This design comes from an exercise in tuning for small area, a short achievable clock period and few clock cycles on the open sky130 flow, not from production work. No run shown here included a check of the RTL's function; only the layout flow was run. Power and IR drop assume default switching activity.

==> flow/design.v <==
package gcsm_pkg;
  localparam int COORD_W = 6;
  localparam int VALUE_W = 32;
  localparam int CFG_IDX_W = 3;
  localparam int KIND_W = 4;
  localparam int MARK_W = 2;
  localparam logic [KIND_W-1:0] KIND_CIRCLE   = 4'd0;
  localparam logic [KIND_W-1:0] KIND_HALF_N   = 4'd1;
  localparam logic [KIND_W-1:0] KIND_HALF_S   = 4'd2;
  localparam logic [KIND_W-1:0] KIND_HALF_E   = 4'd3;
  localparam logic [KIND_W-1:0] KIND_HALF_W   = 4'd4;
  localparam logic [KIND_W-1:0] KIND_RECT     = 4'd5;
  localparam logic [KIND_W-1:0] KIND_TRIANGLE = 4'd6;
  localparam logic [KIND_W-1:0] KIND_ELLIPSE  = 4'd7;
  localparam logic [KIND_W-1:0] KIND_INACCESS = 4'd8;
  localparam logic [COORD_W-1:0] GRID_LAST_RESET = 6'd50;
endpackage
import gcsm_pkg::*;
module grid_cell_shape_membership_core
(
  input  logic                 clk,
  input  logic                 rst,
  input  logic                 cfg_valid,
  output logic                 cfg_ready,
  input  logic [gcsm_pkg::CFG_IDX_W-1:0] cfg_index,
  input  logic [gcsm_pkg::VALUE_W-1:0]   cfg_data,
  input  logic                 in_valid,
  output logic                 in_ready,
  input  logic [gcsm_pkg::COORD_W-1:0]   cell_x,
  input  logic [gcsm_pkg::COORD_W-1:0]   cell_y,
  output logic                 out_valid,
  input  logic                 out_ready,
  output logic [gcsm_pkg::COORD_W-1:0]   out_x,
  output logic [gcsm_pkg::COORD_W-1:0]   out_y,
  output logic [gcsm_pkg::MARK_W-1:0]    mark,
  output logic signed [gcsm_pkg::VALUE_W-1:0] write_value,
  output logic                 shape_fits
);
  function automatic logic gt16(input logic [15:0] a, input logic [15:0] b);
    logic [15:0] g, e;
    g = a & ~b;
    e = ~(a ^ b);
    for (int s = 1; s < 16; s = s * 2)
      for (int i = 0; i + s < 16; i = i + 2 * s) begin
        g[i] = g[i + s] | (e[i + s] & g[i]);
        e[i] = e[i + s] & e[i];
      end
    gt16 = g[0];
  endfunction
  function automatic logic le6(input logic [5:0] a, input logic [5:0] b);
    le6 = !gt16({10'd0, a}, {10'd0, b});
  endfunction
  function automatic logic lt6(input logic [5:0] a, input logic [5:0] b);
    lt6 = gt16({10'd0, b}, {10'd0, a});
  endfunction
  function automatic logic le7(input logic [6:0] a, input logic [6:0] b);
    le7 = !gt16({9'd0, a}, {9'd0, b});
  endfunction
  function automatic logic le13(input logic [12:0] a, input logic [12:0] b);
    le13 = !gt16({3'd0, a}, {3'd0, b});
  endfunction
  function automatic logic [6:0] radd6(input logic [5:0] a, input logic [5:0] b,
                                       input logic ci);
    logic c;
    c = ci;
    for (int i = 0; i < 6; i++) begin
      radd6[i] = a[i] ^ b[i] ^ c;
      c = (a[i] & b[i]) | (a[i] & c) | (b[i] & c);
    end
    radd6[6] = c;
  endfunction
  logic [KIND_W-1:0]         shape_kind;
  logic [COORD_W-1:0]        reg_a, reg_b, reg_c, reg_d;
  logic [COORD_W-1:0]        grid_x_last, grid_y_last;
  logic [VALUE_W-1:0]        fill_value;
  logic [VALUE_W-1:0]        wdata;
  logic [COORD_W-1:0]        wgrid;
  logic [7:0]                wen;
  assign cfg_ready = 1'b1;
  always_comb begin
    wdata = rst ? '0 : cfg_data;
    wgrid = rst ? GRID_LAST_RESET : cfg_data[COORD_W-1:0];
    for (int i = 0; i < 8; i++) wen[i] = rst || (cfg_valid && cfg_index == 3'(i));
  end
  always_ff @(posedge clk) begin
    if (wen[0]) shape_kind  <= wdata[KIND_W-1:0];
    if (wen[1]) reg_a       <= wdata[COORD_W-1:0];
    if (wen[2]) reg_b       <= wdata[COORD_W-1:0];
    if (wen[3]) reg_c       <= wdata[COORD_W-1:0];
    if (wen[4]) reg_d       <= wdata[COORD_W-1:0];
    if (wen[5]) grid_x_last <= wgrid;
    if (wen[6]) grid_y_last <= wgrid;
    if (wen[7]) fill_value  <= wdata;
  end
  logic is_circ, is_n, is_s, is_e, is_w, is_rect, is_tri, is_ell, is_inacc, is_rt;
  logic shape_ok, fx1, fx2, fy1, fy2, frt;
  logic [COORD_W:0]   a_plus_cx, b_plus_ry, a_plus_b;
  logic [COORD_W-1:0] ry, cxn, cyn, k1n, k2n, xlo, xhi, ylo, yhi;
  logic               a_lt_b, c_lt_d;
  always_comb begin
    is_n     = shape_kind == KIND_HALF_N;
    is_s     = shape_kind == KIND_HALF_S;
    is_e     = shape_kind == KIND_HALF_E;
    is_w     = shape_kind == KIND_HALF_W;
    is_inacc = shape_kind == KIND_INACCESS;
    is_circ  = (shape_kind[3] == 1'b0 && shape_kind[2:0] <= 3'd4) || is_inacc;
    is_rect  = shape_kind == KIND_RECT;
    is_tri   = shape_kind == KIND_TRIANGLE;
    is_ell   = shape_kind == KIND_ELLIPSE;
    is_rt    = is_rect || is_tri;
    ry        = is_ell ? reg_d : reg_c;
    a_plus_cx = {1'b0, reg_a} + {1'b0, (is_w ? 6'd0 : reg_c)};
    b_plus_ry = {1'b0, reg_b} + {1'b0, (is_s ? 6'd0 : ry)};
    fx1 = is_e || le6(reg_c, reg_a);
    fx2 = le7(a_plus_cx, {1'b0, grid_x_last});
    fy1 = is_n || le6(ry, reg_b);
    fy2 = le7(b_plus_ry, {1'b0, grid_y_last});
    a_lt_b = lt6(reg_a, reg_b);
    c_lt_d = lt6(reg_c, reg_d);
    xlo    = a_lt_b ? reg_a : reg_b;
    xhi    = a_lt_b ? reg_b : reg_a;
    ylo    = c_lt_d ? reg_c : reg_d;
    yhi    = c_lt_d ? reg_d : reg_c;
    frt    = le6(xhi, grid_x_last) && le6(yhi, grid_y_last);
    a_plus_b = radd6(reg_a, reg_b, 1'b0);
    cxn = is_rt ? a_plus_b[COORD_W:1] : reg_a;
    cyn = is_rt ? reg_d : reg_b;
    k1n = is_ell ? reg_d : is_tri ? yhi - ylo : 6'd1;
    k2n = is_ell ? reg_c : is_tri ? xhi - xlo : 6'd1;
    if (is_ell)      shape_ok = (reg_c != '0) && (reg_d != '0);
    else if (is_tri) shape_ok = (reg_a != reg_b) && (reg_c != reg_d);
    else             shape_ok = is_circ || is_rect;
  end
  logic       fx1_q, fx2_q, fy1_q, fy2_q, frt_q, fits_q;
  logic [5:0] k1, k2, cx, cy;
  always_ff @(posedge clk) begin
    fx1_q  <= fx1;
    fx2_q  <= fx2;
    fy1_q  <= fy1;
    fy2_q  <= fy2;
    frt_q  <= frt;
    fits_q <= (is_circ || is_ell) ? (fx1_q && fx2_q && fy1_q && fy2_q) :
              is_rt ? frt_q : 1'b1;
    k1     <= k1n;
    k2     <= k2n;
    cx     <= cxn;
    cy     <= cyn;
  end
  logic adv, fire, geo_q, v1, v2, v3;
  assign adv      = !out_valid || out_ready;
  assign in_ready = adv && !geo_q;
  assign fire     = in_valid && in_ready;
  always_ff @(posedge clk) begin
    geo_q <= rst || (cfg_valid && cfg_index != 3'd7);
    if (rst) begin
      v1        <= 1'b0;
      v2        <= 1'b0;
      v3        <= 1'b0;
      out_valid <= 1'b0;
    end else if (adv) begin
      v1        <= fire;
      v2        <= v1;
      v3        <= v2;
      out_valid <= v3;
    end
  end
  logic [COORD_W:0]   dxs, dys;
  logic [COORD_W-1:0] dxm, dym;
  function automatic logic [5:0] mag6(input logic [6:0] d);
    logic any;
    any = 1'b0;
    for (int i = 0; i < 6; i++) begin
      mag6[i] = d[i] ^ (d[6] & any);
      any = any | d[i];
    end
  endfunction
  always_comb begin
    dxs = {1'b0, cell_x} - {1'b0, cx};
    dys = {1'b0, cell_y} - {1'b0, cy};
    dxm = mag6(dxs);
    dym = mag6(dys);
  end
  logic [COORD_W-1:0] x1, y1, ux, uy;
  logic               sx, sy, zx, zy;
  always_ff @(posedge clk) begin
    if (adv) begin
      x1 <= cell_x;
      y1 <= cell_y;
      ux <= fire ? dxm : reg_c;
      uy <= fire ? dym : '0;
      sx <= fire && dxs[COORD_W];
      sy <= fire && dys[COORD_W];
      zx <= fire && dxs == '0;
      zy <= fire && dys == '0;
    end
  end
  logic half_ok, span_x, span_y, gate;
  logic [11:0] m1, m2;
  always_comb begin
    half_ok = !((is_n && sy) || (is_s && !sy && !zy) ||
                (is_e && sx) || (is_w && !sx && !zx));
    span_x  = le6(xlo, x1) && le6(x1, xhi);
    span_y  = le6(ylo, y1) && le6(y1, yhi);
    gate = shape_ok && (is_circ ? half_ok : (is_rt ? (span_x && span_y) : 1'b1));
  end
  gcsm_mulk u_m1 (.k(k1), .u(ux), .p(m1));
  gcsm_mulk u_m2 (.k(k2), .u(uy), .p(m2));
  logic [COORD_W-1:0] x2, y2;
  logic [11:0]        m1q, m2q;
  logic               gate2, thr2;
  always_ff @(posedge clk) begin
    if (adv) begin
      x2    <= x1;
      y2    <= y1;
      m1q   <= m1;
      m2q   <= m2;
      gate2 <= gate;
      thr2  <= !v1;
    end
  end
  logic [20:0] rowa, rowb;
  logic        is_ce, pass;
  gcsm_sqrows u_sq (.a(m1q[9:0]), .b(m2q[9:0]), .r0(rowa), .r1(rowb));
  always_comb begin
    is_ce = is_circ || is_ell;
    pass  = fits_q && gate2 &&
            (is_tri ? le13({m1q, 1'b0}, {1'b0, m2q}) : 1'b1) &&
            !(is_ce && (m1q[11:10] != 2'd0 || m2q[11:10] != 2'd0));
  end
  logic [COORD_W-1:0] x3, y3;
  logic [20:0]        rowa_q, rowb_q;
  logic               pass3, thr3;
  always_ff @(posedge clk) begin
    if (adv) begin
      x3     <= x2;
      y3     <= y2;
      rowa_q <= rowa;
      rowb_q <= rowb;
      pass3  <= pass;
      thr3   <= thr2;
    end
  end
  logic [19:0] thr;
  logic [21:0] csa_s, csa_c, sdiff, thr_n;
  logic        sub_e, hit;
  always_comb begin
    thr_n = thr3 ? 22'h3fffff : {2'b11, ~thr};
    sub_e = thr3 || !is_ell;
    for (int i = 0; i < 22; i++) begin
      logic p, q;
      p = (i < 21) ? rowa_q[i] : 1'b0;
      q = (i < 21) ? rowb_q[i] : 1'b0;
      csa_s[i] = p ^ q ^ thr_n[i];
      csa_c[i] = (p & q) | (p & thr_n[i]) | (q & thr_n[i]);
    end
  end
  gcsm_add22 u_add (.a(csa_s), .b({csa_c[20:0], 1'b0}), .ci(sub_e), .s(sdiff));
  assign hit = pass3 && (!is_ce || sdiff[21]);
  always_ff @(posedge clk) begin
    if (adv && thr3) thr <= sdiff[19:0];
  end
  logic hit_q;
  always_ff @(posedge clk) begin
    if (adv) begin
      out_x <= x3;
      out_y <= y3;
      hit_q <= hit;
    end
  end
  assign mark        = {hit_q && is_inacc, hit_q && !is_inacc};
  assign write_value = hit_q ? fill_value : '0;
  assign shape_fits  = fits_q;
endmodule
module gcsm_mulk (input logic [5:0] k, input logic [5:0] u,
                  output logic [11:0] p);
  wire mk_t1 = (k[0] & u[4]) ^ (k[1] & u[3]);
  wire mk_t2 = (k[0] & u[4]) & (k[1] & u[3]);
  wire mk_t3 = (k[0] & u[5]) ^ (k[1] & u[4]) ^ (k[2] & u[3]);
  wire mk_t4 = ((k[0] & u[5]) & (k[1] & u[4])) | ((k[2] & u[3]) & ((k[0] & u[5]) ^ (k[1] & u[4])));
  wire mk_t5 = (k[3] & u[2]) ^ (k[4] & u[1]);
  wire mk_t6 = (k[3] & u[2]) & (k[4] & u[1]);
  wire mk_t7 = (k[1] & u[5]) ^ (k[2] & u[4]) ^ (k[3] & u[3]);
  wire mk_t8 = ((k[1] & u[5]) & (k[2] & u[4])) | ((k[3] & u[3]) & ((k[1] & u[5]) ^ (k[2] & u[4])));
  wire mk_t9 = (k[4] & u[2]) ^ (k[5] & u[1]);
  wire mk_t10 = (k[4] & u[2]) & (k[5] & u[1]);
  wire mk_t11 = (k[2] & u[5]) ^ (k[3] & u[4]) ^ (k[4] & u[3]);
  wire mk_t12 = ((k[2] & u[5]) & (k[3] & u[4])) | ((k[4] & u[3]) & ((k[2] & u[5]) ^ (k[3] & u[4])));
  wire mk_t13 = (k[0] & u[3]) ^ (k[1] & u[2]);
  wire mk_t14 = (k[0] & u[3]) & (k[1] & u[2]);
  wire mk_t15 = (k[2] & u[2]) ^ (k[3] & u[1]) ^ (k[4] & u[0]);
  wire mk_t16 = ((k[2] & u[2]) & (k[3] & u[1])) | ((k[4] & u[0]) & ((k[2] & u[2]) ^ (k[3] & u[1])));
  wire mk_t17 = (k[5] & u[0]) ^ mk_t2 ^ mk_t3;
  wire mk_t18 = ((k[5] & u[0]) & mk_t2) | (mk_t3 & ((k[5] & u[0]) ^ mk_t2));
  wire mk_t19 = mk_t4 ^ mk_t6 ^ mk_t7;
  wire mk_t20 = (mk_t4 & mk_t6) | (mk_t7 & (mk_t4 ^ mk_t6));
  wire mk_t21 = (k[5] & u[2]) ^ mk_t8 ^ mk_t10;
  wire mk_t22 = ((k[5] & u[2]) & mk_t8) | (mk_t10 & ((k[5] & u[2]) ^ mk_t8));
  wire mk_t23 = (k[3] & u[5]) ^ (k[4] & u[4]) ^ (k[5] & u[3]);
  wire mk_t24 = ((k[3] & u[5]) & (k[4] & u[4])) | ((k[5] & u[3]) & ((k[3] & u[5]) ^ (k[4] & u[4])));
  wire mk_t25 = (k[0] & u[2]) ^ (k[1] & u[1]);
  wire mk_t26 = (k[0] & u[2]) & (k[1] & u[1]);
  wire mk_t27 = (k[2] & u[1]) ^ (k[3] & u[0]) ^ mk_t13;
  wire mk_t28 = ((k[2] & u[1]) & (k[3] & u[0])) | (mk_t13 & ((k[2] & u[1]) ^ (k[3] & u[0])));
  wire mk_t29 = mk_t1 ^ mk_t14 ^ mk_t15;
  wire mk_t30 = (mk_t1 & mk_t14) | (mk_t15 & (mk_t1 ^ mk_t14));
  wire mk_t31 = mk_t5 ^ mk_t16 ^ mk_t17;
  wire mk_t32 = (mk_t5 & mk_t16) | (mk_t17 & (mk_t5 ^ mk_t16));
  wire mk_t33 = mk_t9 ^ mk_t18 ^ mk_t19;
  wire mk_t34 = (mk_t9 & mk_t18) | (mk_t19 & (mk_t9 ^ mk_t18));
  wire mk_t35 = mk_t11 ^ mk_t20 ^ mk_t21;
  wire mk_t36 = (mk_t11 & mk_t20) | (mk_t21 & (mk_t11 ^ mk_t20));
  wire mk_t37 = mk_t12 ^ mk_t22 ^ mk_t23;
  wire mk_t38 = (mk_t12 & mk_t22) | (mk_t23 & (mk_t12 ^ mk_t22));
  wire mk_t39 = (k[4] & u[5]) ^ (k[5] & u[4]) ^ mk_t24;
  wire mk_t40 = ((k[4] & u[5]) & (k[5] & u[4])) | (mk_t24 & ((k[4] & u[5]) ^ (k[5] & u[4])));
  assign p = {1'b0, (k[5] & u[5]), mk_t38, mk_t36, mk_t34, mk_t32, mk_t30, mk_t28, mk_t26, (k[2] & u[0]), (k[0] & u[1]), (k[0] & u[0])} + {1'b0, mk_t40, mk_t39, mk_t37, mk_t35, mk_t33, mk_t31, mk_t29, mk_t27, mk_t25, (k[1] & u[0]), 1'b0};
endmodule
module gcsm_sqrows (input logic [9:0] a, input logic [9:0] b,
                    output logic [20:0] r0, output logic [20:0] r1);
  wire sq_t1 = (a[0] & a[8]) ^ (a[1] & a[7]);
  wire sq_t2 = (a[0] & a[8]) & (a[1] & a[7]);
  wire sq_t3 = (a[0] & a[9]) ^ (a[1] & a[8]) ^ (a[2] & a[7]);
  wire sq_t4 = ((a[0] & a[9]) & (a[1] & a[8])) | ((a[2] & a[7]) & ((a[0] & a[9]) ^ (a[1] & a[8])));
  wire sq_t5 = (a[1] & a[9]) ^ (a[2] & a[8]) ^ (a[3] & a[7]);
  wire sq_t6 = ((a[1] & a[9]) & (a[2] & a[8])) | ((a[3] & a[7]) & ((a[1] & a[9]) ^ (a[2] & a[8])));
  wire sq_t7 = (a[0] & a[6]) ^ (a[1] & a[5]) ^ (a[2] & a[4]);
  wire sq_t8 = ((a[0] & a[6]) & (a[1] & a[5])) | ((a[2] & a[4]) & ((a[0] & a[6]) ^ (a[1] & a[5])));
  wire sq_t9 = (a[0] & a[7]) ^ (a[1] & a[6]) ^ (a[2] & a[5]);
  wire sq_t10 = ((a[0] & a[7]) & (a[1] & a[6])) | ((a[2] & a[5]) & ((a[0] & a[7]) ^ (a[1] & a[6])));
  wire sq_t11 = (a[4] & ~a[3]) ^ (b[0] & b[7]);
  wire sq_t12 = (a[4] & ~a[3]) & (b[0] & b[7]);
  wire sq_t13 = (a[2] & a[6]) ^ (a[3] & a[5]) ^ (a[3] & a[4]);
  wire sq_t14 = ((a[2] & a[6]) & (a[3] & a[5])) | ((a[3] & a[4]) & ((a[2] & a[6]) ^ (a[3] & a[5])));
  wire sq_t15 = (b[0] & b[8]) ^ (b[1] & b[7]) ^ (b[2] & b[6]);
  wire sq_t16 = ((b[0] & b[8]) & (b[1] & b[7])) | ((b[2] & b[6]) & ((b[0] & b[8]) ^ (b[1] & b[7])));
  wire sq_t17 = (b[3] & b[5]) ^ (b[3] & b[4]);
  wire sq_t18 = (b[3] & b[5]) & (b[3] & b[4]);
  wire sq_t19 = (a[3] & a[6]) ^ (a[5] & ~a[4]) ^ (b[0] & b[9]);
  wire sq_t20 = ((a[3] & a[6]) & (a[5] & ~a[4])) | ((b[0] & b[9]) & ((a[3] & a[6]) ^ (a[5] & ~a[4])));
  wire sq_t21 = (b[1] & b[8]) ^ (b[2] & b[7]) ^ (b[3] & b[6]);
  wire sq_t22 = ((b[1] & b[8]) & (b[2] & b[7])) | ((b[3] & b[6]) & ((b[1] & b[8]) ^ (b[2] & b[7])));
  wire sq_t23 = (b[5] & ~b[4]) ^ sq_t2 ^ sq_t3;
  wire sq_t24 = ((b[5] & ~b[4]) & sq_t2) | (sq_t3 & ((b[5] & ~b[4]) ^ sq_t2));
  wire sq_t25 = (a[4] & a[6]) ^ (a[4] & a[5]) ^ (b[1] & b[9]);
  wire sq_t26 = ((a[4] & a[6]) & (a[4] & a[5])) | ((b[1] & b[9]) & ((a[4] & a[6]) ^ (a[4] & a[5])));
  wire sq_t27 = (b[2] & b[8]) ^ (b[3] & b[7]) ^ (b[4] & b[6]);
  wire sq_t28 = ((b[2] & b[8]) & (b[3] & b[7])) | ((b[4] & b[6]) & ((b[2] & b[8]) ^ (b[3] & b[7])));
  wire sq_t29 = (b[4] & b[5]) ^ sq_t4 ^ sq_t5;
  wire sq_t30 = ((b[4] & b[5]) & sq_t4) | (sq_t5 & ((b[4] & b[5]) ^ sq_t4));
  wire sq_t31 = (a[2] & a[9]) ^ (a[3] & a[8]) ^ (a[4] & a[7]);
  wire sq_t32 = ((a[2] & a[9]) & (a[3] & a[8])) | ((a[4] & a[7]) & ((a[2] & a[9]) ^ (a[3] & a[8])));
  wire sq_t33 = (a[6] & ~a[5]) ^ (b[2] & b[9]) ^ (b[3] & b[8]);
  wire sq_t34 = ((a[6] & ~a[5]) & (b[2] & b[9])) | ((b[3] & b[8]) & ((a[6] & ~a[5]) ^ (b[2] & b[9])));
  wire sq_t35 = (b[4] & b[7]) ^ (b[6] & ~b[5]) ^ sq_t6;
  wire sq_t36 = ((b[4] & b[7]) & (b[6] & ~b[5])) | (sq_t6 & ((b[4] & b[7]) ^ (b[6] & ~b[5])));
  wire sq_t37 = (a[3] & a[9]) ^ (a[4] & a[8]) ^ (a[5] & a[7]);
  wire sq_t38 = ((a[3] & a[9]) & (a[4] & a[8])) | ((a[5] & a[7]) & ((a[3] & a[9]) ^ (a[4] & a[8])));
  wire sq_t39 = (a[5] & a[6]) ^ (b[3] & b[9]) ^ (b[4] & b[8]);
  wire sq_t40 = ((a[5] & a[6]) & (b[3] & b[9])) | ((b[4] & b[8]) & ((a[5] & a[6]) ^ (b[3] & b[9])));
  wire sq_t41 = (b[5] & b[7]) ^ (b[5] & b[6]);
  wire sq_t42 = (b[5] & b[7]) & (b[5] & b[6]);
  wire sq_t43 = (a[4] & a[9]) ^ (a[5] & a[8]) ^ (a[7] & ~a[6]);
  wire sq_t44 = ((a[4] & a[9]) & (a[5] & a[8])) | ((a[7] & ~a[6]) & ((a[4] & a[9]) ^ (a[5] & a[8])));
  wire sq_t45 = (b[4] & b[9]) ^ (b[5] & b[8]);
  wire sq_t46 = (b[4] & b[9]) & (b[5] & b[8]);
  wire sq_t47 = (a[5] & a[9]) ^ (a[6] & a[8]) ^ (a[6] & a[7]);
  wire sq_t48 = ((a[5] & a[9]) & (a[6] & a[8])) | ((a[6] & a[7]) & ((a[5] & a[9]) ^ (a[6] & a[8])));
  wire sq_t49 = (a[0] & a[4]) ^ (a[1] & a[3]) ^ (a[1] & a[2]);
  wire sq_t50 = ((a[0] & a[4]) & (a[1] & a[3])) | ((a[1] & a[2]) & ((a[0] & a[4]) ^ (a[1] & a[3])));
  wire sq_t51 = (a[0] & a[5]) ^ (a[1] & a[4]) ^ (a[3] & ~a[2]);
  wire sq_t52 = ((a[0] & a[5]) & (a[1] & a[4])) | ((a[3] & ~a[2]) & ((a[0] & a[5]) ^ (a[1] & a[4])));
  wire sq_t53 = (b[0] & b[5]) ^ (b[1] & b[4]);
  wire sq_t54 = (b[0] & b[5]) & (b[1] & b[4]);
  wire sq_t55 = (a[2] & a[3]) ^ (b[0] & b[6]) ^ (b[1] & b[5]);
  wire sq_t56 = ((a[2] & a[3]) & (b[0] & b[6])) | ((b[1] & b[5]) & ((a[2] & a[3]) ^ (b[0] & b[6])));
  wire sq_t57 = (b[2] & b[4]) ^ (b[2] & b[3]) ^ sq_t7;
  wire sq_t58 = ((b[2] & b[4]) & (b[2] & b[3])) | (sq_t7 & ((b[2] & b[4]) ^ (b[2] & b[3])));
  wire sq_t59 = (b[1] & b[6]) ^ (b[2] & b[5]) ^ (b[4] & ~b[3]);
  wire sq_t60 = ((b[1] & b[6]) & (b[2] & b[5])) | ((b[4] & ~b[3]) & ((b[1] & b[6]) ^ (b[2] & b[5])));
  wire sq_t61 = sq_t8 ^ sq_t9 ^ sq_t11;
  wire sq_t62 = (sq_t8 & sq_t9) | (sq_t11 & (sq_t8 ^ sq_t9));
  wire sq_t63 = sq_t1 ^ sq_t10 ^ sq_t12;
  wire sq_t64 = (sq_t1 & sq_t10) | (sq_t12 & (sq_t1 ^ sq_t10));
  wire sq_t65 = sq_t13 ^ sq_t15 ^ sq_t17;
  wire sq_t66 = (sq_t13 & sq_t15) | (sq_t17 & (sq_t13 ^ sq_t15));
  wire sq_t67 = sq_t14 ^ sq_t16 ^ sq_t18;
  wire sq_t68 = (sq_t14 & sq_t16) | (sq_t18 & (sq_t14 ^ sq_t16));
  wire sq_t69 = sq_t19 ^ sq_t21 ^ sq_t23;
  wire sq_t70 = (sq_t19 & sq_t21) | (sq_t23 & (sq_t19 ^ sq_t21));
  wire sq_t71 = sq_t20 ^ sq_t22 ^ sq_t24;
  wire sq_t72 = (sq_t20 & sq_t22) | (sq_t24 & (sq_t20 ^ sq_t22));
  wire sq_t73 = sq_t25 ^ sq_t27 ^ sq_t29;
  wire sq_t74 = (sq_t25 & sq_t27) | (sq_t29 & (sq_t25 ^ sq_t27));
  wire sq_t75 = sq_t26 ^ sq_t28 ^ sq_t30;
  wire sq_t76 = (sq_t26 & sq_t28) | (sq_t30 & (sq_t26 ^ sq_t28));
  wire sq_t77 = sq_t31 ^ sq_t33 ^ sq_t35;
  wire sq_t78 = (sq_t31 & sq_t33) | (sq_t35 & (sq_t31 ^ sq_t33));
  wire sq_t79 = sq_t32 ^ sq_t34 ^ sq_t36;
  wire sq_t80 = (sq_t32 & sq_t34) | (sq_t36 & (sq_t32 ^ sq_t34));
  wire sq_t81 = sq_t37 ^ sq_t39 ^ sq_t41;
  wire sq_t82 = (sq_t37 & sq_t39) | (sq_t41 & (sq_t37 ^ sq_t39));
  wire sq_t83 = (b[7] & ~b[6]) ^ sq_t38 ^ sq_t40;
  wire sq_t84 = ((b[7] & ~b[6]) & sq_t38) | (sq_t40 & ((b[7] & ~b[6]) ^ sq_t38));
  wire sq_t85 = sq_t42 ^ sq_t43 ^ sq_t45;
  wire sq_t86 = (sq_t42 & sq_t43) | (sq_t45 & (sq_t42 ^ sq_t43));
  wire sq_t87 = (b[5] & b[9]) ^ (b[6] & b[8]) ^ (b[6] & b[7]);
  wire sq_t88 = ((b[5] & b[9]) & (b[6] & b[8])) | ((b[6] & b[7]) & ((b[5] & b[9]) ^ (b[6] & b[8])));
  wire sq_t89 = sq_t44 ^ sq_t46 ^ sq_t47;
  wire sq_t90 = (sq_t44 & sq_t46) | (sq_t47 & (sq_t44 ^ sq_t46));
  wire sq_t91 = (a[6] & a[9]) ^ (a[8] & ~a[7]) ^ (b[6] & b[9]);
  wire sq_t92 = ((a[6] & a[9]) & (a[8] & ~a[7])) | ((b[6] & b[9]) & ((a[6] & a[9]) ^ (a[8] & ~a[7])));
  wire sq_t93 = (b[8] & ~b[7]) ^ sq_t48;
  wire sq_t94 = (b[8] & ~b[7]) & sq_t48;
  wire sq_t95 = (a[7] & a[9]) ^ (a[7] & a[8]) ^ (b[7] & b[9]);
  wire sq_t96 = ((a[7] & a[9]) & (a[7] & a[8])) | ((b[7] & b[9]) & ((a[7] & a[9]) ^ (a[7] & a[8])));
  wire sq_t97 = (a[0] & a[2]) ^ (a[0] & a[1]);
  wire sq_t98 = (a[0] & a[2]) & (a[0] & a[1]);
  wire sq_t99 = (a[0] & a[3]) ^ (a[2] & ~a[1]) ^ (b[0] & b[3]);
  wire sq_t100 = ((a[0] & a[3]) & (a[2] & ~a[1])) | ((b[0] & b[3]) & ((a[0] & a[3]) ^ (a[2] & ~a[1])));
  wire sq_t101 = (b[0] & b[4]) ^ (b[1] & b[3]) ^ (b[1] & b[2]);
  wire sq_t102 = ((b[0] & b[4]) & (b[1] & b[3])) | ((b[1] & b[2]) & ((b[0] & b[4]) ^ (b[1] & b[3])));
  wire sq_t103 = (b[3] & ~b[2]) ^ sq_t50 ^ sq_t51;
  wire sq_t104 = ((b[3] & ~b[2]) & sq_t50) | (sq_t51 & ((b[3] & ~b[2]) ^ sq_t50));
  wire sq_t105 = sq_t52 ^ sq_t54 ^ sq_t55;
  wire sq_t106 = (sq_t52 & sq_t54) | (sq_t55 & (sq_t52 ^ sq_t54));
  wire sq_t107 = sq_t56 ^ sq_t58 ^ sq_t59;
  wire sq_t108 = (sq_t56 & sq_t58) | (sq_t59 & (sq_t56 ^ sq_t58));
  wire sq_t109 = sq_t60 ^ sq_t62 ^ sq_t63;
  wire sq_t110 = (sq_t60 & sq_t62) | (sq_t63 & (sq_t60 ^ sq_t62));
  wire sq_t111 = sq_t64 ^ sq_t66 ^ sq_t67;
  wire sq_t112 = (sq_t64 & sq_t66) | (sq_t67 & (sq_t64 ^ sq_t66));
  wire sq_t113 = sq_t68 ^ sq_t70 ^ sq_t71;
  wire sq_t114 = (sq_t68 & sq_t70) | (sq_t71 & (sq_t68 ^ sq_t70));
  wire sq_t115 = sq_t72 ^ sq_t74 ^ sq_t75;
  wire sq_t116 = (sq_t72 & sq_t74) | (sq_t75 & (sq_t72 ^ sq_t74));
  wire sq_t117 = sq_t76 ^ sq_t78 ^ sq_t79;
  wire sq_t118 = (sq_t76 & sq_t78) | (sq_t79 & (sq_t76 ^ sq_t78));
  wire sq_t119 = sq_t80 ^ sq_t82 ^ sq_t83;
  wire sq_t120 = (sq_t80 & sq_t82) | (sq_t83 & (sq_t80 ^ sq_t82));
  wire sq_t121 = sq_t84 ^ sq_t86 ^ sq_t87;
  wire sq_t122 = (sq_t84 & sq_t86) | (sq_t87 & (sq_t84 ^ sq_t86));
  wire sq_t123 = sq_t88 ^ sq_t90 ^ sq_t91;
  wire sq_t124 = (sq_t88 & sq_t90) | (sq_t91 & (sq_t88 ^ sq_t90));
  wire sq_t125 = (b[7] & b[8]) ^ sq_t92 ^ sq_t94;
  wire sq_t126 = ((b[7] & b[8]) & sq_t92) | (sq_t94 & ((b[7] & b[8]) ^ sq_t92));
  wire sq_t127 = (a[9] & ~a[8]) ^ (b[9] & ~b[8]);
  wire sq_t128 = (a[9] & ~a[8]) & (b[9] & ~b[8]);
  wire sq_t129 = (b[0] & b[2]) ^ (b[0] & b[1]);
  wire sq_t130 = (b[0] & b[2]) & (b[0] & b[1]);
  wire sq_t131 = (b[2] & ~b[1]) ^ sq_t98 ^ sq_t99;
  wire sq_t132 = ((b[2] & ~b[1]) & sq_t98) | (sq_t99 & ((b[2] & ~b[1]) ^ sq_t98));
  wire sq_t133 = sq_t49 ^ sq_t100 ^ sq_t101;
  wire sq_t134 = (sq_t49 & sq_t100) | (sq_t101 & (sq_t49 ^ sq_t100));
  wire sq_t135 = sq_t53 ^ sq_t102 ^ sq_t103;
  wire sq_t136 = (sq_t53 & sq_t102) | (sq_t103 & (sq_t53 ^ sq_t102));
  wire sq_t137 = sq_t57 ^ sq_t104 ^ sq_t105;
  wire sq_t138 = (sq_t57 & sq_t104) | (sq_t105 & (sq_t57 ^ sq_t104));
  wire sq_t139 = sq_t61 ^ sq_t106 ^ sq_t107;
  wire sq_t140 = (sq_t61 & sq_t106) | (sq_t107 & (sq_t61 ^ sq_t106));
  wire sq_t141 = sq_t65 ^ sq_t108 ^ sq_t109;
  wire sq_t142 = (sq_t65 & sq_t108) | (sq_t109 & (sq_t65 ^ sq_t108));
  wire sq_t143 = sq_t69 ^ sq_t110 ^ sq_t111;
  wire sq_t144 = (sq_t69 & sq_t110) | (sq_t111 & (sq_t69 ^ sq_t110));
  wire sq_t145 = sq_t73 ^ sq_t112 ^ sq_t113;
  wire sq_t146 = (sq_t73 & sq_t112) | (sq_t113 & (sq_t73 ^ sq_t112));
  wire sq_t147 = sq_t77 ^ sq_t114 ^ sq_t115;
  wire sq_t148 = (sq_t77 & sq_t114) | (sq_t115 & (sq_t77 ^ sq_t114));
  wire sq_t149 = sq_t81 ^ sq_t116 ^ sq_t117;
  wire sq_t150 = (sq_t81 & sq_t116) | (sq_t117 & (sq_t81 ^ sq_t116));
  wire sq_t151 = sq_t85 ^ sq_t118 ^ sq_t119;
  wire sq_t152 = (sq_t85 & sq_t118) | (sq_t119 & (sq_t85 ^ sq_t118));
  wire sq_t153 = sq_t89 ^ sq_t120 ^ sq_t121;
  wire sq_t154 = (sq_t89 & sq_t120) | (sq_t121 & (sq_t89 ^ sq_t120));
  wire sq_t155 = sq_t93 ^ sq_t122 ^ sq_t123;
  wire sq_t156 = (sq_t93 & sq_t122) | (sq_t123 & (sq_t93 ^ sq_t122));
  wire sq_t157 = sq_t95 ^ sq_t124 ^ sq_t125;
  wire sq_t158 = (sq_t95 & sq_t124) | (sq_t125 & (sq_t95 ^ sq_t124));
  wire sq_t159 = sq_t96 ^ sq_t126 ^ sq_t127;
  wire sq_t160 = (sq_t96 & sq_t126) | (sq_t127 & (sq_t96 ^ sq_t126));
  wire sq_t161 = (a[8] & a[9]) ^ (b[8] & b[9]) ^ sq_t128;
  wire sq_t162 = ((a[8] & a[9]) & (b[8] & b[9])) | (sq_t128 & ((a[8] & a[9]) ^ (b[8] & b[9])));
  assign r0 = {sq_t162, sq_t160, sq_t158, sq_t156, sq_t154, sq_t152, sq_t150, sq_t148, sq_t146, sq_t144, sq_t142, sq_t140, sq_t138, sq_t136, sq_t134, sq_t132, sq_t130, sq_t97, (a[1] & ~a[0]), 1'b0, a[0]};
  assign r1 = {1'b0, sq_t161, sq_t159, sq_t157, sq_t155, sq_t153, sq_t151, sq_t149, sq_t147, sq_t145, sq_t143, sq_t141, sq_t139, sq_t137, sq_t135, sq_t133, sq_t131, sq_t129, (b[1] & ~b[0]), 1'b0, b[0]};
endmodule
module gcsm_add22 (input logic [21:0] a, input logic [21:0] b, input logic ci,
                output logic [21:0] s);
  logic [21:0] p, g;
  assign p = a ^ b;
  assign g = a & b;
  wire bg1 = g[0] | (p[0] & ci);
  wire bg2 = g[1] | (p[1] & bg1);
  wire bg3 = g[3] | (p[3] & g[2]);
  wire bp3 = p[3] & p[2];
  wire bg4 = g[5] | (p[5] & g[4]);
  wire bp4 = p[5] & p[4];
  wire bg5 = g[7] | (p[7] & g[6]);
  wire bp5 = p[7] & p[6];
  wire bg6 = g[9] | (p[9] & g[8]);
  wire bp6 = p[9] & p[8];
  wire bg7 = g[11] | (p[11] & g[10]);
  wire bp7 = p[11] & p[10];
  wire bg8 = g[13] | (p[13] & g[12]);
  wire bp8 = p[13] & p[12];
  wire bg9 = g[15] | (p[15] & g[14]);
  wire bp9 = p[15] & p[14];
  wire bg10 = g[17] | (p[17] & g[16]);
  wire bp10 = p[17] & p[16];
  wire bg11 = g[19] | (p[19] & g[18]);
  wire bp11 = p[19] & p[18];
  wire bg12 = g[21] | (p[21] & g[20]);
  wire bp12 = p[21] & p[20];
  wire bg13 = bg3 | (bp3 & bg2);
  wire bg14 = bg5 | (bp5 & bg4);
  wire bp14 = bp5 & bp4;
  wire bg15 = bg7 | (bp7 & bg6);
  wire bp15 = bp7 & bp6;
  wire bg16 = bg9 | (bp9 & bg8);
  wire bp16 = bp9 & bp8;
  wire bg17 = bg11 | (bp11 & bg10);
  wire bp17 = bp11 & bp10;
  wire bg18 = bg14 | (bp14 & bg13);
  wire bg19 = bg16 | (bp16 & bg15);
  wire bp19 = bp16 & bp15;
  wire bg20 = bg19 | (bp19 & bg18);
  wire bg21 = bg15 | (bp15 & bg18);
  wire bg22 = bg17 | (bp17 & bg20);
  wire bg23 = bg4 | (bp4 & bg13);
  wire bg24 = bg6 | (bp6 & bg18);
  wire bg25 = bg8 | (bp8 & bg21);
  wire bg26 = bg10 | (bp10 & bg20);
  wire bg27 = bg12 | (bp12 & bg22);
  wire bg28 = g[2] | (p[2] & bg2);
  wire bg29 = g[4] | (p[4] & bg13);
  wire bg30 = g[6] | (p[6] & bg23);
  wire bg31 = g[8] | (p[8] & bg18);
  wire bg32 = g[10] | (p[10] & bg24);
  wire bg33 = g[12] | (p[12] & bg21);
  wire bg34 = g[14] | (p[14] & bg25);
  wire bg35 = g[16] | (p[16] & bg20);
  wire bg36 = g[18] | (p[18] & bg26);
  wire bg37 = g[20] | (p[20] & bg22);
  assign s[0] = p[0] ^ ci;
  assign s[1] = p[1] ^ bg1;
  assign s[2] = p[2] ^ bg2;
  assign s[3] = p[3] ^ bg28;
  assign s[4] = p[4] ^ bg13;
  assign s[5] = p[5] ^ bg29;
  assign s[6] = p[6] ^ bg23;
  assign s[7] = p[7] ^ bg30;
  assign s[8] = p[8] ^ bg18;
  assign s[9] = p[9] ^ bg31;
  assign s[10] = p[10] ^ bg24;
  assign s[11] = p[11] ^ bg32;
  assign s[12] = p[12] ^ bg21;
  assign s[13] = p[13] ^ bg33;
  assign s[14] = p[14] ^ bg25;
  assign s[15] = p[15] ^ bg34;
  assign s[16] = p[16] ^ bg20;
  assign s[17] = p[17] ^ bg35;
  assign s[18] = p[18] ^ bg26;
  assign s[19] = p[19] ^ bg36;
  assign s[20] = p[20] ^ bg22;
  assign s[21] = p[21] ^ bg37;
endmodule
==> flow/run.sh <==
#!/bin/bash
# synth_recipe.tcl (not shown) runs the flow's synth.tcl, then flattens the netlist and writes it again
# the make line also repeats each setting of config.mk as NAME=value (left out here)
make -C /OpenROAD-flow-scripts/flow DESIGN_CONFIG=/design/flow/config.mk WORK_HOME=/design/flow/orfs CLKGATE_MAP_FILE= SYNTH_SCRIPT=/design/flow/synth_recipe.tcl finish
==> flow/config.mk <==
export PLATFORM = sky130hd
export DESIGN_NAME = grid_cell_shape_membership_core
export DESIGN_NICKNAME = grid_cell_shape_membership_core
export VERILOG_FILES = /design/flow/design.v
export SDC_FILE = /design/flow/constraint.sdc
export NUM_CORES = 4
export LEC_CHECK = 0
export CAP_MARGIN = 20
export CORE_MARGIN = 2
export CORE_UTILIZATION = 40
export SETUP_SLACK_MARGIN = 3.7
export SLEW_MARGIN = 20
==> flow/constraint.sdc <==
create_clock -name core_clock -period 7.0 [get_ports {clk}]
set_input_delay 1.4000 -clock core_clock [delete_from_list [all_inputs] [get_ports {clk}]]
set_output_delay 1.4000 -clock core_clock [all_outputs]
set_load 0.01 [all_outputs]
==> flow_summary.toml, run 1 <==
[clock_network]
cts_tree = "built"
cts_made_buffers = 31
cts_hold_buffers = 0
worstSkewPairLatency_ps = 590
htree_levels = 1
clkTransAtPathRegs_ps = 60
clk_path_buf_depth = 3
ctsRootBufferMaster = "clkbuf_16"
numClockSinks = 259

[sta]
slew_violations = 0
finalCriticalPeriod_ps = 3709
period_share_pct = 52.99
worst_pin_slew_ps = 931.7
slew_headroom_pct = 37.73
tns_ps = 0
rsz0062_at_grt = "true"
whs_ps = 418.9
fmax_ghz = 0.2696
hold_viol = 0
finalClockSkew_ps = 14.25
setup_viol = 0

[routing]
drc = 0
drtIter0Drc = 792
wl_microns = 43820
viasPerCell = 4.994
wl_per_cell_microns = 17.67
dr.pass1.iters = 5
dr_total_vias = 12390
postRouteAntennaNets = 0

[logic_synthesis]
synth.largest_area_cell = "edfxtp_1"
synth.distinct_cells = 66
yosys-top-cells-area = "edfxtp_1 (37%), fa_1 (15%), ha_1 (11%)"
synth_warnings = 1
syn-mean-instance-area_sq_um = 10.87
yosysMostFrequentCell = "inv_1"
synth-main-ff-cell = "edfxtp_1"
synth_top_area_share_pct = 37.18
async_flop_share_pct = 0
ys_seq_area_share_pct = 41.05
synth_edf_count = 224
synthTopCellsByCount = "inv_1 (260), edfxtp_1 (224), ha_1 (161), fa_1 (140), and2_1 (138)"
synth_seq_cells = 259
syn-num-nets = 2018
netlist_instances = 1665
syn_area_sq_um = 18090

[critical_path]
ff2ff_path_depth = 14
cp_max_fo = 4
startpoint_type = "register"
r2r-end = "thr[18]"
crit-reg2reg-launch = "thr3"
crit_chain = "buf_12, buf_4, buf_6, nand2b_4, fa_1, ha_4, nor3b_2, o21a_1, o21ai_2, a211o_1, a31oi_4, a31oi_4, o21ai_2, fa_2"
crit_type = "register to register"
max_stage_delay_ps = 480
r2r_slack_ps = 3290
crit_path_top_delay_cell = "fa_1"
cp.required_ps = 7330
end_kind = "register"
crit_buf_inv = 3
crit_family = "adder cells"
worstPathArrival_ps = 4030

[finish]
syn_to_final_growth_pct = 23.24
finalNetCount = 2217
fill_cells = 3959
drive_above_1_share_pct = 16.10
diodes = 0

[grt]
grtUsageMet1_pct = 27.06
grt_pass1_vias = 12700
met2_usage_pct = 30.35
busiest_layer = "met2"
grt_max_degree = 68
antenna_found_initial = 0
track_usage_pct = 19.08
use_met3_pct = 3.425
overflow = 0
grt_pass1_wl_microns = 69640

[die]
die_x_microns = 216.7
dieArea_sq_um = 46950
num_rows = 77
start_util_pct = 40.74
dieHeight_microns = 216.7
ioPinCount = 102
core-area_sq_um = 44410

[worst_hold_path]
whs_endpoint = "out_y[2]"
min_path_type = "register to register"
hold_depth = 0
holdCritStartpoint = "y3[2]"

[placed_design]
numPortBuffers = 100
gp_congestion = 0.9337
place_hpwl_microns = 31600

[flow_run]
cap_viol_max_count = 0

[pwr]
ir_worst_vdd_mv = 0.2516
power_density_nw_per_um2 = 299.1
power_leakage_nw = 10.02

[outcome]
status = "timing/DRC/antenna clean"
-- through the flow --
step	std cells	setup WS (ps)	total power [mW]	area, sq um	utilization (%)
after detailed placement	2326	2385	4.489	19880	44.75
final	2480	3291	6.669	22300	50.20
after global placement	2326	2456	4.398	19880	44.75
after global routing	2480	3168	7.121	22300	50.20
after CTS	2463	3225	6.519	21860	49.22
after floorplan	1665	2992	3.808	18280	-
-- flip-flops by register name (all words and copies together) (netlist names), 12 cells and up --
| register | cells |
|---|---|
| rowb_q | 19 |
| m1q | 12 |
| fill_value | 32 |
| m2q | 12 |
| thr | 20 |
| rowa_q | 20 |
-- power by group --
part | total, mW | internal [mW] | switching (mW)
combinational | 2.74 | 1.29 | 1.45
clock | 1.73 | 1.06 | 0.671
sequential | 2.20 | 2.04 | 0.160
total | 6.67 | 4.39 | 2.28
-- cell type report --
type | count | area, sq um | share of cell area (%)
multi-input combinational | 1103 | 10170 | 45.61
inverter | 267 | 1016 | 4.557
timing repair buffer | 202 | 1836 | 8.232
tap | 592 | 740.7 | 3.322
sequential | 259 | 7430 | 33.32
clock inverter | 23 | 299.0 | 1.341
clock buffer | 34 | 807.0 | 3.620
-- cell usage in the layout, fill, tap and decap left out, types with 7 or more instances in the layout --
cell and count:
a21o_1 17, a21oi_1 44, a21oi_2 9, a31o_2 7, and2_1 131, and2_4 7
buf_4 90, buf_6 7, clkbuf_16 31, clkdlybuf4s50_1 61, clkinv_1 8, dfxtp_1 33
dlygate4sd2_1 24, dlymetal6s2s_1 9, edfxtp_1 224, fa_1 123, fa_2 17, ha_1 142
ha_4 14, inv_1 244, inv_2 14, nand2_1 124, nand2b_1 14, nand3_1 20
nor2_1 73, nor2b_1 70, o21a_1 7, o21ai_0 48, o21ai_1 13, o21ai_2 11
o21bai_1 9, o22ai_1 8, xnor2_1 27, xor2_1 29
-- per-layer routing --
| layer | part of all wire (%) | vias to the layer above | wire length, microns |
|---|---|---|---|
| met3 | 5.6 | 66 | 2464 |
| met2 | 45 | 349 | 19740 |
| met1 | 47 | 6020 | 20540 |
| li1 | - | 5950 | - |
| met5 | 0 | - | 0 |
| met4 | 2.5 | 0 | 1083 |
-- how the worst max path moves through the flow --
stage	startpoint	end	slack, ps	cells after the start
finish	thr3	thr[18]	3290	14
global route	thr3	thr[18]	3170	15
CTS	thr3	thr[18]	3220	15
detailed placement	out_ready	x1[0]	2390	4
global placement	out_ready	in_ready	2460	4
floorplan	out_ready	gate2	2990	3
-- worst reg2reg max path: cells and delay by family, from the launching register on --
kind	cells	cell delay [ps]
buffers and inverters	3	410
AOI/OAI and AO/OA	6	1110
DFF	1	420
adders and majority gates	3	1210
and+or+nand+nor	2	310
-- kinds of logic after synthesis --
family | synth area share [%]
buf+inv | 6.404
mux | 0.3320
fa+ha+maj | 26.63
flops | 41.05
compound gates | 8.264
xor+xnor | 2.808
other cells | 0.02073
simple gates | 14.50
-- repair_timing --
item	in CTS	in global routing
gates cloned	2	0
resized for setup	108	93
pin swaps	44	46
endpoints found under the setup margin	209	125
buffers inserted	78	17
==> inputs of run 2 (changes only) <==
--- a/flow/config.mk
+++ b/flow/config.mk
@@ -5,8 +5,9 @@
 export SDC_FILE = /design/flow/constraint.sdc
 export NUM_CORES = 4
 export LEC_CHECK = 0
-export CAP_MARGIN = 20
+export CAP_MARGIN = 0
 export CORE_MARGIN = 2
 export CORE_UTILIZATION = 40
 export SETUP_SLACK_MARGIN = 3.7
-export SLEW_MARGIN = 20
+export SLEW_MARGIN = 0
+export TNS_END_PERCENT = 5
==> run 2 against run 1 <==
  * Routed wire length down 2.5%
  * Non-clock buffer count down 30
  * Worst setup slack worse by 24 ps
  * Critical path type is now input port to primary output
  * Sequential cell count unchanged
  * Combinational power down 9.1%
  * Area after synthesis unchanged
  * Design area down 2.7%
  * Fmax down 0.64%
  * Still clean
==> flow_summary.toml, run 2 <==
[worst_hold_path]
min_path_type = "register to register"
whs_endpoint = "x3[5]"
holdCritStartpoint = "x2[5]"
hold_depth = 0

[sta]
period_share_pct = 53.33
rsz0062_at_grt = "true"
hold_viol = 0
worst_pin_slew_ps = 894.7
fmax_ghz = 0.2679
tns_ps = 0
slew_violations = 0
finalClockSkew_ps = 30.64
slew_headroom_pct = 40.21
setup_viol = 0
finalCriticalPeriod_ps = 3733

[critical_path]
r2r_slack_ps = 3280
cp_max_fo = 2
crit-reg2reg-launch = "thr3"
crit_type = "input port to primary output"
r2r-end = "thr[18]"
worstPathArrival_ps = 2330
startpoint_type = "input port"
cp.required_ps = 5600
end_kind = "primary output"
ff2ff_path_depth = 15

[pwr]
p_total_mw = 6.306
power_density_nw_per_um2 = 290.8
combPwrFrac_pct = 39.5
p_sw_mw = 2.177
ir_worst_vdd_mv = 0.2385
internal_power_mw = 4.129
power_leakage_nw = 9.527
p_sw_share_pct = 34.52
sequentialPowerShare_pct = 35.4
power.share.clock_pct = 25.1

[clock_network]
cts_made_buffers = 29
numClockSinks = 259
htree_levels = 1
clk_path_buf_depth = 3
ctsRootBufferMaster = "clkbuf_16"
cts_hold_buffers = 0
clkTransAtPathRegs_ps = 60
cts_tree = "built"
worstSkewPairLatency_ps = 580

[routing]
dr_total_vias = 12280
postRouteAntennaNets = 0
highest_layer = "met4"
wl_met2_microns = 19340
viasPerCell = 5.019
wl_met3_microns = 2642
drc = 0
wl_per_cell_microns = 17.47
dr.pass1.iters = 5
wl_met1_microns = 19630
drtIter0Drc = 760
wl_microns = 42730

[grt]
grt_pass1_wl_microns = 68800
overflow = 0
grt_pass1_vias = 12790
grt_max_degree = 67
antenna_found_initial = 0
track_usage_pct = 18.69

[die]
ioPinCount = 102
die_x_microns = 216.7
start_util_pct = 40.74
num_rows = 77
core-area_sq_um = 44410
dieHeight_microns = 216.7
dieArea_sq_um = 46950

[finish]
regMostFlops = "fill_value"
layout_commonest_cell = "inv_1"
diodes = 0
seqCellArea_sq_um = 7427
top_regs = "fill_value x32, rowa_q x20, thr x20"
drive_above_1_share_pct = 11.33
fin_cells = 2446
fill_cells = 4046
finalNetCount = 2184
mostFrequentLayoutCells = "inv_1 (248), edfxtp_1 (224), ha_1 (152)"
syn_to_final_growth_pct = 19.87
largest_register_ffs = 32
multi_input_area_sq_um = 9894

[logic_synthesis]
synth.distinct_cells = 66
ys_seq_area_share_pct = 41.05
netlist_instances = 1665
synth-main-ff-cell = "edfxtp_1"
yosys-top-cells-area = "edfxtp_1 (37%), fa_1 (15%), ha_1 (11%)"
synth.largest_area_cell = "edfxtp_1"
syn-mean-instance-area_sq_um = 10.87
syn-num-nets = 2018
synth_edf_count = 224
synth_warnings = 1
synth_top_area_share_pct = 37.18
yosysMostFrequentCell = "inv_1"
synthTopCellsByCount = "inv_1 (260), edfxtp_1 (224), ha_1 (161), fa_1 (140), and2_1 (138)"
syn_area_sq_um = 18090
synth_seq_cells = 259
async_flop_share_pct = 0

[placed_design]
place_hpwl_microns = 31770
numPortBuffers = 100
gp_congestion = 0.9705
dpl.cell_count = 2327

[flow_run]
cap_viol_max_count = 0

[outcome]
status = "timing/DRC/antenna clean"
[run 2: cell counts after synthesis]
No cell type changed its count.
[run 2: layout make-up]
cell class	instances	share of cell area, %
Clock buffer	32	3.444
Timing Repair Buffer	172	7.466
Tap cell	592	3.415
Multi-Input combinational cell	1102	45.62
Sequential cell	259	34.25
Inverter	267	4.662
Clock inverter	22	1.142
[run 2: worst max-delay path by stage]
stage | from | end | slack, ps | depth (start not counted)
3_3_place_gp | out_ready | in_ready | 2330 | 4
3_5_place_dp | out_ready | in_ready | 2320 | 4
6_report | out_ready | in_ready | 3270 | 4
2_1_floorplan | out_ready | gate2 | 2990 | 3
5_1_grt | thr3 | thr[18] | 3100 | 15
4_1_cts | out_ready | in_ready | 3250 | 4
[run 2: cell families (layout without fill, tap and decap cells)]
group / count (synthesis) / count (layout) / synth area share (%)
adder cells (fa/ha/maj): 301 / 301 / 26.63
flip-flops: 259 / 259 / 41.05
multiplexers: 6 / 6 / 0.3320
other: 1 / 1 / 0.02073
AND/OR/NAND/NOR: 499 / 499 / 14.50
AO/OA/AOI/OAI: 237 / 237 / 8.264
XOR/XNOR: 58 / 58 / 2.808
buffers and inverters: 304 / 493 / 6.404
[run 2: metal layers]
| layer | GRT usage (%) | vias up |
|---|---|---|
| met4 | 5.046 | 0 |
| met3 | 3.677 | 65 |
| met2 | 30.02 | 315 |
| met5 | 0 | - |
| li1 | - | 5871 |
| met1 | 25.84 | 6025 |
[run 2: power by group through the flow]
stage          combinational (mW)  sequential (mW)  clock (mW)
6_report                     2.49             2.23        1.58
5_1_grt                      2.84             2.27        1.68
4_1_cts                      2.42             2.24        1.62
3_5_place_dp                 2.12             2.30           0
3_3_place_gp                 2.03             2.30           0
2_1_floorplan                1.58             2.16           0
[run 2: timing repair]
| action | 4_1_cts | 5_1_grt |
|---|---|---|
| pin swaps | 16 | 16 |
| endpoints found under the setup margin | 218 | 153 |
| hold endpoints to repair | 0 | 0 |
| buffers inserted | 44 | 21 |
| resized for setup | 74 | 46 |
[run 2: through the flow]
step | utilization, % | area [sq um] | hold slack, ps | setup slack [ps]
after global placement | 44.44 | 19740 | 401.8 | 2326
after detailed placement | 44.44 | 19740 | 404.5 | 2324
after global routing | 48.83 | 21690 | 424.2 | 3096
after CTS | 48.05 | 21340 | 417.5 | 3246
after floorplan | - | 18100 | 400.3 | 2992
final | 48.83 | 21690 | 416.7 | 3267
[run 2: critical path, cell delays in order]
cell and delay [ps]:
clkdlybuf4s50_1 500, nor2b_4 50, nor2_2 120, clkdlybuf4s15_1 260
==> inputs of run 3 (changes only) <==
--- a/flow/design.v
+++ b/flow/design.v
@@ -36,28 +36,29 @@
   output logic signed [gcsm_pkg::VALUE_W-1:0] write_value,
   output logic                 shape_fits
 );
-  function automatic logic gt16(input logic [15:0] a, input logic [15:0] b);
-    logic [15:0] g, e;
-    g = a & ~b;
-    e = ~(a ^ b);
-    for (int s = 1; s < 16; s = s * 2)
-      for (int i = 0; i + s < 16; i = i + 2 * s) begin
-        g[i] = g[i + s] | (e[i + s] & g[i]);
-        e[i] = e[i + s] & e[i];
-      end
-    gt16 = g[0];
-  endfunction
   function automatic logic le6(input logic [5:0] a, input logic [5:0] b);
-    le6 = !gt16({10'd0, a}, {10'd0, b});
+    logic r;
+    r = 1'b1;
+    for (int i = 0; i < 6; i++) r = (!a[i] && b[i]) || ((!a[i] || b[i]) && r);
+    le6 = r;
   endfunction
   function automatic logic lt6(input logic [5:0] a, input logic [5:0] b);
-    lt6 = gt16({10'd0, b}, {10'd0, a});
+    logic r;
+    r = 1'b0;
+    for (int i = 0; i < 6; i++) r = (!a[i] && b[i]) || ((!a[i] || b[i]) && r);
+    lt6 = r;
   endfunction
   function automatic logic le7(input logic [6:0] a, input logic [6:0] b);
-    le7 = !gt16({9'd0, a}, {9'd0, b});
+    logic r;
+    r = 1'b1;
+    for (int i = 0; i < 7; i++) r = (!a[i] && b[i]) || ((!a[i] || b[i]) && r);
+    le7 = r;
   endfunction
   function automatic logic le13(input logic [12:0] a, input logic [12:0] b);
-    le13 = !gt16({3'd0, a}, {3'd0, b});
+    logic r;
+    r = 1'b1;
+    for (int i = 0; i < 13; i++) r = (!a[i] && b[i]) || ((!a[i] || b[i]) && r);
+    le13 = r;
   endfunction
   function automatic logic [6:0] radd6(input logic [5:0] a, input logic [5:0] b,
                                        input logic ci);
@@ -109,19 +110,20 @@
     is_ell   = shape_kind == KIND_ELLIPSE;
     is_rt    = is_rect || is_tri;
     ry        = is_ell ? reg_d : reg_c;
-    a_plus_cx = {1'b0, reg_a} + {1'b0, (is_w ? 6'd0 : reg_c)};
-    b_plus_ry = {1'b0, reg_b} + {1'b0, (is_s ? 6'd0 : ry)};
+    a_plus_cx = radd6(reg_a, (is_w ? 6'd0 : reg_c), 1'b0);
+    b_plus_ry = radd6(reg_b, (is_s ? 6'd0 : ry), 1'b0);
     fx1 = is_e || le6(reg_c, reg_a);
     fx2 = le7(a_plus_cx, {1'b0, grid_x_last});
     fy1 = is_n || le6(ry, reg_b);
     fy2 = le7(b_plus_ry, {1'b0, grid_y_last});
+    frt = le6(reg_a, grid_x_last) && le6(reg_b, grid_x_last) &&
+          le6(reg_c, grid_y_last) && le6(reg_d, grid_y_last);
     a_lt_b = lt6(reg_a, reg_b);
     c_lt_d = lt6(reg_c, reg_d);
     xlo    = a_lt_b ? reg_a : reg_b;
     xhi    = a_lt_b ? reg_b : reg_a;
     ylo    = c_lt_d ? reg_c : reg_d;
     yhi    = c_lt_d ? reg_d : reg_c;
-    frt    = le6(xhi, grid_x_last) && le6(yhi, grid_y_last);
     a_plus_b = radd6(reg_a, reg_b, 1'b0);
     cxn = is_rt ? a_plus_b[COORD_W:1] : reg_a;
     cyn = is_rt ? reg_d : reg_b;
--- a/flow/config.mk
+++ b/flow/config.mk
@@ -8,6 +8,6 @@
 export CAP_MARGIN = 0
 export CORE_MARGIN = 2
 export CORE_UTILIZATION = 40
-export SETUP_SLACK_MARGIN = 3.7
+export SETUP_SLACK_MARGIN = 3.5
 export SLEW_MARGIN = 0
 export TNS_END_PERCENT = 5
==> run 3 against run 2 <==
  * Still clean on timing, DRC and antenna
  * First-iteration DRC count fell by 18%
  * Die area is 1.1% lower
  * Clock power down 4%
  * Register-to-register slack worse by 360 ps
  * Count of clock-buffer cells in the layout rose by 8
  * Utilization is 2.0 points lower
  * Critical path type is now register to register
  * Largest cell class unchanged
  * Highest routed layer unchanged
==> flow_summary.toml, run 3 <==
[sta]
finalCriticalPeriod_ps = 4078
finalClockSkew_ps = 32.25
hold_viol = 0
setup_viol = 0
worst_pin_slew_ps = 1293
fmax_ghz = 0.2452
slew_violations = 0
tns_ps = 0
period_share_pct = 58.25
rsz0062_at_grt = "true"
slew_headroom_pct = 13.60

[placed_design]
dpl.cell_count = 2276
numPortBuffers = 100
place_hpwl_microns = 31010
gp_congestion = 0.8820
placedInstanceArea_sq_um = 19530

[die]
core-area_sq_um = 44220
num_rows = 77
ioPinCount = 102
die_x_microns = 215.5
dieHeight_microns = 215.5
start_util_pct = 40.46
dieArea_sq_um = 46440

[clock_network]
htree_levels = 1
clkTransAtPathRegs_ps = 60
numClockSinks = 259
ctsRootBufferMaster = "clkbuf_16"
clk_path_buf_depth = 3
cts_hold_buffers = 0
cts_made_buffers = 31
worstSkewPairLatency_ps = 580
cts_tree = "built"

[critical_path]
crit_type = "register to register"
cp_max_fo = 10
crit_chain = "and4b_4, buf_4, mux2i_2, nor2_1, ha_1, fa_1, inv_1, maj3_1, maj3_1, maj3_1, maj3_1, o21ai_0, a21boi_0"
crit_buf_inv = 2
end_kind = "register"
cp.required_ps = 7460
crit_family = "adder cells"
max_stage_delay_ps = 500
worstPathArrival_ps = 4540
crit_top_cell = "maj3_1"
crit_path_top_delay_cell = "edfxtp_1"
startpoint_type = "register"

[logic_synthesis]
synth_top_area_share_pct = 37.60
syn-num-nets = 1917
synth_seq_cells = 259
async_flop_share_pct = 0
synth_warnings = 1
ys_seq_area_share_pct = 41.51
synth-main-ff-cell = "edfxtp_1"
yosys-top-cells-area = "edfxtp_1 (38%), fa_1 (17%), ha_1 (7.2%)"
synth.distinct_cells = 72
synth.largest_area_cell = "edfxtp_1"
yosysMostFrequentCell = "inv_1"
syn-mean-instance-area_sq_um = 11.08
synth_edf_count = 224
netlist_instances = 1614
synthTopCellsByCount = "inv_1 (261), edfxtp_1 (224), and2_1 (148), fa_1 (148), ha_1 (103)"
syn_area_sq_um = 17890

[finish]
mostFrequentLayoutCells = "inv_1 (257), edfxtp_1 (224), and2_1 (148)"
fin_cells = 2350
top_regs = "fill_value x32, rowa_q x20, thr x20"
syn_to_final_growth_pct = 15.86
layout_commonest_cell = "inv_1"
finalNetCount = 2037
regMostFlops = "fill_value"
design_area_sq_um = 20730
diodes = 0
drive_above_1_share_pct = 6.883
largest_register_ffs = 32

[grt]
grt_pass1_vias = 12420
antenna_found_initial = 0
track_usage_pct = 18.25
grt_max_degree = 49
overflow = 0
grt_pass1_wl_microns = 67240

[outcome]
status = "timing/DRC/antenna clean"

[pwr]
combPwrFrac_pct = 36.0
internal_power_mw = 3.922
p_sw_mw = 1.973
ir_worst_vdd_mv = 0.1763
power_leakage_nw = 8.804
power.share.clock_pct = 25.8
p_sw_share_pct = 33.47
sequentialPowerShare_pct = 38.2
power_density_nw_per_um2 = 284.4

[routing]
postRouteAntennaNets = 0
drc = 0
dr_total_vias = 11700
wl_microns = 41020
dr.pass1.iters = 5
drtIter0Drc = 623
wl_per_cell_microns = 17.46
viasPerCell = 4.977

[worst_hold_path]
min_path_type = "register to register"

[flow_run]
cap_viol_max_count = 0
==> run 3: cell type report <==
class | instances | area, sq um
Clock buffer | 40 | 809.5
Clock inverter | 17 | 143.9
Fill cell | 4095 | 23490
Inverter | 263 | 991.0
Multi-Input combinational cell | 1053 | 9390
Sequential cell | 259 | 7427
Tap cell | 592 | 740.7
Timing Repair Buffer | 126 | 1226
==> run 3: path summary, 6_finish.rpt <==
path | startpoint | to | slack [ps] | cells past startpoint
hold reg to reg | y2[1] | y3[1] | 410 | 0
setup / recovery | shape_kind[3] | fy2_q | 2920 | 13
hold / removal | y2[1] | y3[1] | 410 | 0
setup reg to reg | shape_kind[3] | fy2_q | 2920 | 13
==> run 3: what timing repair did <==
action                     4_1_cts  5_1_grt
buffers inserted                12        5
gates cloned                     0        0
pin swaps                        5        7
setup endpoints to repair       60       39
resized for setup               20        8
==> run 3: layer usage <==
layer | wire length, microns | up-vias | GRT usage (%)
met2 | 20000 | 274 | 31.55
met5 | 0 | - | 0
li1 | - | 5608 | -
met3 | 2102 | 60 | 2.960
met4 | 1004 | 0 | 5.057
met1 | 17920 | 5753 | 23.74
==> run 3: cells by family (layout without fill, tap and decap cells) <==
| group | count (synthesis) | in the layout | synth area share [%] |
|---|---|---|---|
| flops | 259 | 259 | 41.51 |
| fa+ha+maj | 291 | 291 | 26.03 |
| simple gates | 473 | 473 | 14.29 |
| other cells | 1 | 1 | 0.02096 |
| buf+inv | 302 | 446 | 6.483 |
| xor+xnor | 50 | 50 | 2.448 |
| mux | 17 | 17 | 1.000 |
| compound gates | 221 | 221 | 8.217 |
==> run 3: power by group through the flow <==
stage	Sequential (mW)	Combinational, mW	Clock, mW
global route	2.28	2.42	1.63
CTS	2.26	2.11	1.57
global placement	2.30	1.95	0
floorplan	2.15	1.51	0
finish	2.25	2.12	1.52
detailed placement	2.30	2.02	0
==> run 3: stage by stage <==
step	power [mW]	util (%)	worst slack (ps)	hold slack, ps
floorplan	3.662	-	2992	400.3
global placement	4.248	44.17	2603	400.9
detailed placement	4.328	44.17	2548	404.5
CTS	5.938	46.71	2827	407.9
global route	6.336	46.87	2802	414.4
finish	5.895	46.87	2922	406.3

## static timing again, ports no longer ideal
How much do the figures lean on ideal ports? The routed layouts below were timed once more, with nothing changed but the port constraints.
Step 1 assumes that a clkbuf_16 drives the clock port and a buf_2 every other input.
Step 2 moves the port delays by t, midway between the first and last clock arrival at a register: inputs arrive t later, outputs are due t later. That takes back most of the time a late clock gives input paths.
Three values: ideal, step 1, step 2; two values: the first two.
run | t, ns | setup slack, ns | hold slack, ns | worst register clock-pin slew, ns
run 1 | 0.635 | 3.291 / 3.291 / 3.179 | 0.419 / 0.419 / 0.419 | 0.07 / 0.07
run 2 | 0.625 | 3.267 / 3.242 / 2.827 | 0.417 / 0.417 / 0.417 | 0.07 / 0.07
run 3 | 0.617 | 2.922 / 2.922 / 2.922 | 0.406 / 0.406 / 0.406 | 0.06 / 0.06
After both steps setup and hold are still met in every run listed. For run 2, which loses most, drivers alone change the setup slack by -0.025 ns; drivers and shift together by -0.440 ns.
